From an optimization exercise on the open Yosys and OpenROAD flow, aimed at small area, a short achievable clock period and few clock cycles; shortcuts taken in it are not production practice. RTL that was checked went through simulation tests only; none was proved equivalent to the original.

==> inputs of amber <==
// conv_layer_top
module conv_layer_top (
  input  wire                                 clk,
  input  wire                                 reset,
  input  wire                                 ld_req,
  input  wire [4-1:0]              ld_addr,
  input  wire [4*16-1:0]  ld_data,
  input  wire                                 start_req,
  input  wire [4-1:0]              rd_addr,
  output logic                                ld_ack,
  output logic                                start_ack,
  output logic [4*16-1:0] rd_data
);
  logic        ld_we, m_ld, inject, zero_s, skip_sel, slow, busy;
  logic [3:0]  rc_pos;
  logic        m_we, u_we;
  logic [3:0]  m_waddr, u_waddr;
  logic [59:0] m_wdata, m_rdata;
  logic [71:0] u_wdata, u_rdata;
  layer_sequencer u_seq (
    .clk       (clk),
    .reset     (reset),
    .ld_req    (ld_req),
    .ld_addr   (ld_addr),
    .start_req (start_req),
    .busy      (busy),
    .ld_ack    (ld_ack),
    .start_ack (start_ack),
    .ld_we     (ld_we),
    .m_ld      (m_ld),
    .inject    (inject),
    .zero_s    (zero_s),
    .skip_sel  (skip_sel),
    .slow      (slow),
    .rc_pos    (rc_pos)
  );
  mac_array u_mac (
    .clk      (clk),
    .reset    (reset),
  ...
==> flow/config.mk <==
export PLATFORM = sky130hd
export DESIGN_NAME = conv_layer_top
export DESIGN_NICKNAME = conv_layer_top
export VERILOG_FILES = /design/flow/design.v
export SDC_FILE = /design/flow/constraint.sdc
export NUM_CORES = 4
export LEC_CHECK = 0
export ABC_CLOCK_PERIOD_IN_PS = 4000
export CAP_MARGIN = 20
export CORE_MARGIN = 2
export CORE_UTILIZATION = 40
export CTS_BUF_LIST = sky130_fd_sc_hd__clkbuf_4 sky130_fd_sc_hd__clkbuf_8
export PLACE_DENSITY = 0.6
export SETUP_SLACK_MARGIN = 5
export SLEW_MARGIN = 20
==> flow/constraint.sdc <==
create_clock -name core_clock -period 11.0 [get_ports {clk}]
set_input_delay 2.2000 -clock core_clock [delete_from_list [all_inputs] [get_ports {clk}]]
set_output_delay 2.2000 -clock core_clock [all_outputs]
set_load 0.01 [all_outputs]
standard.sh (not shown) runs the stock make flow with config.mk's settings and CLKGATE_MAP_FILE= SYNTH_SCRIPT=/design/flow/synth_recipe.tcl, a recipe that flattens the netlist after the stock synthesis.
==> flow/flow/run.sh <==
#!/bin/bash
set -euo pipefail
MARGIN=7
sed -e "s/ SETUP_SLACK_MARGIN=[0-9.]*//" -e "s/ \"\${@:-finish}\"/ SETUP_SLACK_MARGIN=${MARGIN} \"\${@:-finish}\"/" standard.sh > standard_margin.sh
grep -q "SETUP_SLACK_MARGIN=${MARGIN}" standard_margin.sh
bash standard_margin.sh > standard.log 2>&1
==> harbor (differences from amber) <==
--- a/flow/design.v
+++ b/flow/design.v
@@ -6,11 +6,11 @@
   input  wire [4-1:0]    m_waddr,
   input  wire [59:0]                m_wdata,
   input  wire                       u_we,
   input  wire [4-1:0]    u_waddr,
   input  wire [71:0]                u_wdata,
-  input  wire [4-1:0]    m_raddr,
+  input  wire [16-1:0]     m_rsel,    
   output logic [59:0]               m_rdata,
   input  wire [4-1:0]    u_raddr,
   input  wire                       u_raw,     
   output logic [71:0]               u_rdata    
 );
@@ -29,15 +29,15 @@
       else
         u_rdata[i*18 +: 16] <= u_mux[i*18 +: 16];
     end
   end
   always_comb begin
-    u_mux   = '0;
+    u_mux   = u_wdata & {72{u_we && u_raddr == u_waddr}};
     m_rdata = '0;
     for (int k = 0; k < 16; k++) begin
-      u_mux   = u_mux   | (mem_u[k] & {72{u_raddr == 4'(k)}});
-      m_rdata = m_rdata | (mem_m[k] & {60{m_raddr == 4'(k)}});
+      u_mux   = u_mux   | (mem_u[k] & {72{u_raddr == 4'(k) && !(u_we && u_waddr == 4'(k))}});
+      m_rdata = m_rdata | (mem_m[k] & {60{m_rsel[k]}});
     end
   end
 endmodule
 `default_nettype wire
 `timescale 1ns/1ns
@@ -3372,63 +3372,74 @@
   input  wire [59:0]                  rc_m,       
   input  wire [71:0]                  rc_u,       
   input  wire                         zero_s,     
   input  wire                         skip_sel,   
   output logic                        busy,       
+  output logic                        busy_rd,    
   output logic                        m_we,
   output logic [4-1:0]     m_waddr,
   output logic [59:0]                 m_wdata,
   output logic                        u_we,
   output logic [4-1:0]     u_waddr,
   output logic [71:0]                 u_wdata
 );
   localparam int L = 4;
-  logic [159:0] c0_q, c1_q, c2_q;
+  logic [159:0] c0_q;
+  logic [115:0] c1_q, c2_q;
+  logic [115:0] c1_p, c2_p;
   logic [59:0]  y0_q, m_q;
-  logic [63:0]  s1, s2, s3;
+  logic [63:0]  s1, s2;         
   logic [3:0]   a0, a1, a2, a3, a4;
   logic         v0, v1, v2, v3, v4;
   logic [63:0]  x_in, y0_x, m_x, s_in;
   logic [159:0] c0_d, c1_d, c2_d;
   logic [59:0]  y0_d, m_d;
   logic [71:0]  u_d;
   logic [63:0]  skip_rec;
+  function automatic logic [28:0] half_add(logic [19:0] a, logic [19:0] b);
+    logic [10:0] lo;
+    lo = {1'b0, a[9:0]} + {1'b0, b[9:0]};
+    half_add = {b[19:10], a[19:10], lo[10], lo[9:2]};
+  endfunction
+  function automatic logic [17:0] half_rest(logic [28:0] p);
+    half_rest = {p[18:9] + p[28:19] + {9'd0, p[8]}, p[7:0]};
+  endfunction
   function automatic logic [14:0] relu_clamp(logic [19:0] t);
     if (t[19])             relu_clamp = 15'd0;
     else if (|t[18:17])    relu_clamp = 15'h7fff;
     else                   relu_clamp = t[16:2];
   endfunction
   for (genvar i = 0; i < L; i++) begin : g_lane
-    logic [19:0] t0, t1, t2;
-    logic [17:0] rec;
+    logic [19:0] t0;
+    logic [17:0] t1, t2;    
     assign t0 = c0_q[i*40 +: 20] + c0_q[i*40+20 +: 20];
-    assign t1 = c1_q[i*40 +: 20] + c1_q[i*40+20 +: 20];
-    assign t2 = c2_q[i*40 +: 20] + c2_q[i*40+20 +: 20];
+    assign t1 = half_rest(c1_q[i*29 +: 29]);
+    assign t2 = half_rest(c2_q[i*29 +: 29]);
+    assign c1_p[i*29 +: 29] = half_add(c1_d[i*40 +: 20], c1_d[i*40+20 +: 20]);
+    assign c2_p[i*29 +: 29] = half_add(c2_d[i*40 +: 20], c2_d[i*40+20 +: 20]);
     assign y0_d[i*15 +: 15] = relu_clamp(t0);
-    assign m_d[i*15 +: 15]  = relu_clamp(t1);
-    assign u_d[i*18 +: 18]  = t2[19:2];
+    assign m_d[i*15 +: 15]  = relu_clamp({t1, 2'b00});
+    assign u_d[i*18 +: 18]  = t2;
     assign y0_x[i*16 +: 16] = {1'b0, y0_q[i*15 +: 15]};
     assign m_x[i*16 +: 16]  = {1'b0, m_q[i*15 +: 15]};
     assign x_in[i*16 +: 16] = inject ? m_x[i*16 +: 16] : ld_data[i*16 +: 16];
-    assign rec = {rc_u[i*18 +: 16], 2'b00} - c2_q[i*40 +: 18] - c2_q[i*40+20 +: 18] + 18'd3;
-    assign skip_rec[i*16 +: 16] = rec[17:2];
+    assign skip_rec[i*16 +: 16] = rc_u[i*18 +: 16] - t2[15:0];
   end
-  assign s_in = zero_s ? '0 : s3;
+  assign s_in = zero_s ? '0 : s2;
   conv_csa0 u_s0 (.x(x_in), .r(c0_d));
   conv_csa1 u_s1 (.x(y0_x), .r(c1_d));
   conv_csa2 u_s2 (.x(m_x),  .a(s_in), .r(c2_d));
   always_ff @(posedge clk) begin
     if (ld_we)         s1 <= ld_data;
     else if (skip_sel) s1 <= skip_rec;
     a0   <= inject ? rc_pos : ld_addr;
     c0_q <= c0_d;
     y0_q <= y0_d;
-    c1_q <= c1_d;
+    c1_q <= c1_p;
     m_q  <= m_ld ? rc_m : m_d;
-    c2_q <= c2_d;
-    s2   <= s1;
-    s3   <= s2;
+    c2_q <= c2_p;
+    if (v1) s2 <= s1;
     a1 <= a0;
     a2 <= a1;
     a3 <= a2;
     a4 <= a3;
   end
@@ -3441,11 +3452,12 @@
       v2 <= v1;
       v3 <= v2;
       v4 <= v3;
     end
   end
-  assign busy    = v0 || v1 || v2 || v3;
+  assign busy    = v0 || v1 || v2 || v3 || v4;
+  assign busy_rd = v0 || v1 || v2;
   assign m_we    = v3;
   assign m_waddr = a3;
   assign m_wdata = m_q;
   assign u_we    = v4;
   assign u_waddr = a4;
@@ -3459,62 +3471,79 @@
   input  wire                       reset,
   input  wire                       ld_req,
   input  wire [4-1:0]    ld_addr,
   input  wire                       start_req,
   input  wire                       busy,
+  input  wire                       busy_rd,
   output logic                      ld_ack,
   output logic                      start_ack,
   output logic                      ld_we,
   output logic                      m_ld,
   output logic                      inject,
   output logic                      zero_s,
   output logic                      skip_sel,
   output logic                      slow,
-  output logic [4-1:0]   rc_pos
+  output logic [4-1:0]   rc_pos,
+  output logic [16-1:0]    rc_sel      
 );
   localparam logic [1:0] IDLE = 2'd0;
   localparam logic [1:0] RUN  = 2'd1;
   localparam logic [1:0] DONE = 2'd2;
   logic [1:0]   state;
   logic [2:0]   ph;
   logic [4-1:0] pos;
+  logic [16-1:0]  pos_oh;
   logic [16-1:0]  pending;
   logic         finish;
   logic         advance;
+  logic         iss, iss_d;    
   assign ld_we = ld_req && !ld_ack;
   always_ff @(posedge clk) begin
     if (reset) ld_ack <= 1'b0;
     else       ld_ack <= ld_req;
   end
   assign m_ld     = (state == RUN) && (ph == 3'd0) && !pending[pos];
-  assign inject   = (state == RUN) && (ph == 3'd1);
-  assign zero_s   = (state == RUN) && (ph == 3'd1);
-  assign skip_sel = (state == RUN) && (ph == 3'd2);
+  assign inject   = iss;
+  assign zero_s   = iss;
+  assign skip_sel = iss_d;
   assign advance  = (state == RUN) && ((ph == 3'd0 && pending[pos]) || ph == 3'd6);
-  assign finish   = ((state == IDLE) && start_req && !busy && (&pending)) ||
+  assign finish   = ((state == IDLE) && start_req && !busy_rd && (&pending)) ||
                     (advance && pos == 4'(16 - 1));
   assign slow     = (state == RUN);
   assign rc_pos   = pos;
+  assign rc_sel   = pos_oh;
+  always_ff @(posedge clk) begin
+    if (reset) begin
+      iss   <= 1'b0;
+      iss_d <= 1'b0;
+    end else begin
+      iss   <= m_ld;
+      iss_d <= iss;
+    end
+  end
   always_ff @(posedge clk) begin
     if (reset) begin
       state     <= IDLE;
       start_ack <= 1'b0;
       pending   <= '0;
       ph        <= '0;
       pos       <= '0;
+      pos_oh    <= 16'(1);
     end else begin
       if (ld_we) pending[ld_addr] <= 1'b1;
       case (state)
         IDLE: begin
-          ph  <= '0;
-          pos <= '0;
+          ph     <= '0;
+          pos    <= '0;
+          pos_oh <= 16'(1);
           if (start_req && !busy && !(&pending)) state <= RUN;
         end
         RUN: begin
           if (advance) begin
-            ph  <= '0;
-            pos <= pos + 1'b1;
+            ph     <= '0;
+            pos    <= pos + 1'b1;
+            pos_oh <= {pos_oh[16-2:0], pos_oh[16-1]};
           end else begin
             ph <= ph + 1'b1;
           end
         end
         DONE: begin
@@ -3546,12 +3575,13 @@
   input  wire [4-1:0]              rd_addr,
   output logic                                ld_ack,
   output logic                                start_ack,
   output logic [4*16-1:0] rd_data
 );
-  logic        ld_we, m_ld, inject, zero_s, skip_sel, slow, busy;
+  logic        ld_we, m_ld, inject, zero_s, skip_sel, slow, busy, busy_rd;
   logic [3:0]  rc_pos;
+  logic [15:0] rc_sel;
   logic        m_we, u_we;
   logic [3:0]  m_waddr, u_waddr;
   logic [59:0] m_wdata, m_rdata;
   logic [71:0] u_wdata, u_rdata;
   layer_sequencer u_seq (
@@ -3559,19 +3589,21 @@
     .reset     (reset),
     .ld_req    (ld_req),
     .ld_addr   (ld_addr),
     .start_req (start_req),
     .busy      (busy),
+    .busy_rd   (busy_rd),
     .ld_ack    (ld_ack),
     .start_ack (start_ack),
     .ld_we     (ld_we),
     .m_ld      (m_ld),
     .inject    (inject),
     .zero_s    (zero_s),
     .skip_sel  (skip_sel),
     .slow      (slow),
-    .rc_pos    (rc_pos)
+    .rc_pos    (rc_pos),
+    .rc_sel    (rc_sel)
   );
   mac_array u_mac (
     .clk      (clk),
     .reset    (reset),
     .ld_we    (ld_we),
@@ -3583,10 +3615,11 @@
     .rc_m     (m_rdata),
     .rc_u     (u_rdata),
     .zero_s   (zero_s),
     .skip_sel (skip_sel),
     .busy     (busy),
+    .busy_rd  (busy_rd),
     .m_we     (m_we),
     .m_waddr  (m_waddr),
     .m_wdata  (m_wdata),
     .u_we     (u_we),
     .u_waddr  (u_waddr),
@@ -3598,11 +3631,11 @@
     .m_waddr (m_waddr),
     .m_wdata (m_wdata),
     .u_we    (u_we),
     .u_waddr (u_waddr),
     .u_wdata (u_wdata),
-    .m_raddr (rc_pos),
+    .m_rsel  (rc_sel),
     .m_rdata (m_rdata),
     .u_raddr (slow ? rc_pos : rd_addr),
     .u_raw   (slow),
     .u_rdata (u_rdata)
   );
==> flow/flow/run.sh (replaced) <==
#!/bin/bash
set -euo pipefail
MARGIN=7
export BUFFER_PORTS_ARGS="-buffer_cell sky130_fd_sc_hd__buf_4"
sed -e "s/ SETUP_SLACK_MARGIN=[0-9.]*//" -e "s/ \"\${@:-finish}\"/ SETUP_SLACK_MARGIN=${MARGIN} \"\${@:-finish}\"/" standard.sh > standard_margin.sh
grep -q "SETUP_SLACK_MARGIN=${MARGIN}" standard_margin.sh
bash standard_margin.sh > standard.log 2>&1
- CORE_UTILIZATION: 40 -> 60
- CTS_BUF_LIST: sky130_fd_sc_hd__clkbuf_4 sky130_fd_sc_hd__clkbuf_8 -> sky130_fd_sc_hd__clkbuf_8 sky130_fd_sc_hd__clkbuf_16
- CTS_CLUSTER_DIAMETER: default -> 60
- CTS_CLUSTER_SIZE: default -> 20
- PLACE_DENSITY: 0.6 -> 0.72
==> fjord (differences from amber) <==
==> flow/flow/run.sh (replaced) <==
#!/bin/bash
set -euo pipefail
MARGIN=8
sed -e "s/ SETUP_SLACK_MARGIN=[0-9.]*//" -e "s/ \"\${@:-finish}\"/ SETUP_SLACK_MARGIN=${MARGIN} \"\${@:-finish}\"/" standard.sh > standard_margin.sh
grep -q "SETUP_SLACK_MARGIN=${MARGIN}" standard_margin.sh
bash standard_margin.sh > standard.log 2>&1
==> notes.md <==
|  | harbor | amber | fjord |
|---|---|---|---|
| Clock buffer count | 195 | 718 | 716 |
| Register Area | 79,600 sq um | 81,600 sq um | 81,700 sq um |
| Non-Clock Inverter Count | 966 | 961 | 961 |
| Layout Utilization | 0.672 | 0.468 | 0.503 |
| Well Taps | 2,704 | 4,305 | 4,305 |
| Worst setup margin | 6.94 ns | 7.02 ns | 7.09 ns |
| Total number of nets in the final design | 9,858 | 10,900 | 11,400 |
| Run status | no timing/DRC/antenna violations | no timing/DRC/antenna violations | no timing/DRC/antenna violations |
| Worst min-delay path startpoint | u_mac.a2[0]$_DFF_P_ | u_mac.s2[21]$_DFF_P_ | u_mac.s1[59]$_DFFE_PP_ |
| Gpl congestion | 0.946 | 0.895 | 0.898 |
| Placeable core area | 206,000 sq um | 320,000 sq um | 320,000 sq um |
| Worst Path Arrival | 4.87 ns | 4.90 ns | 1.71 ns |
| Mux share of post-synthesis cell area | 0.00633 | 0.00688 | 0.00688 |
| First DRT Iteration DRCs | 10,500 | 9,598 | 10,000 |
| Final instance area | 139,000 sq um | 150,000 sq um | 161,000 sq um |
| Hold WS | 0.331 ns | 0.273 ns | 0.288 ns |
| Height of the die | 459 um | 571 um | 571 um |
Testbench counts of harbor, summed over its fixed seeds: cycles 3,264.
Only the layout flow was run in amber and fjord; the RTL was not checked for function there.

[afterwards: timing with drivers on the ports]
The results above use ideal ports. As a check the final layouts listed here were re-extracted and re-timed, cells and wires unchanged. Step 1 (the two cells are an assumption about what drives the block):
set clk [get_ports {clk}]
set_driving_cell -lib_cell sky130_fd_sc_hd__clkbuf_16 $clk
set_driving_cell -lib_cell sky130_fd_sc_hd__buf_2 [delete_from_list [all_inputs] $clk]
Step 2 adds t to the input delays and takes it off the output delays; t is the mean of the earliest and latest rising clock arrival at the registers after step 1. Input paths then give back, and output paths get back, about the clock's delay inside the block. Three values: no drivers, after step 1, after step 2; two values: the first two.
run | shift t [ns] | setup WS [ns] | worst setup path after step 2 | worst register clock-pin slew, ns | pins driven straight from the clock port
amber | 1.176 | 7.019 / 6.931 / 5.804 | input to register | 0.07 / 0.07 | 1
harbor | 0.964 | 6.935 / 6.945 / 6.009 | input to register | 0.09 / 0.09 | 1
fjord | 1.127 | 7.089 / 6.994 / 6.155 | input to register | 0.08 / 0.08 | 1
After both steps every run listed still meets setup and hold. For amber, which loses most, drivers alone change the setup slack by -0.088 ns; drivers and shift together by -1.215 ns.
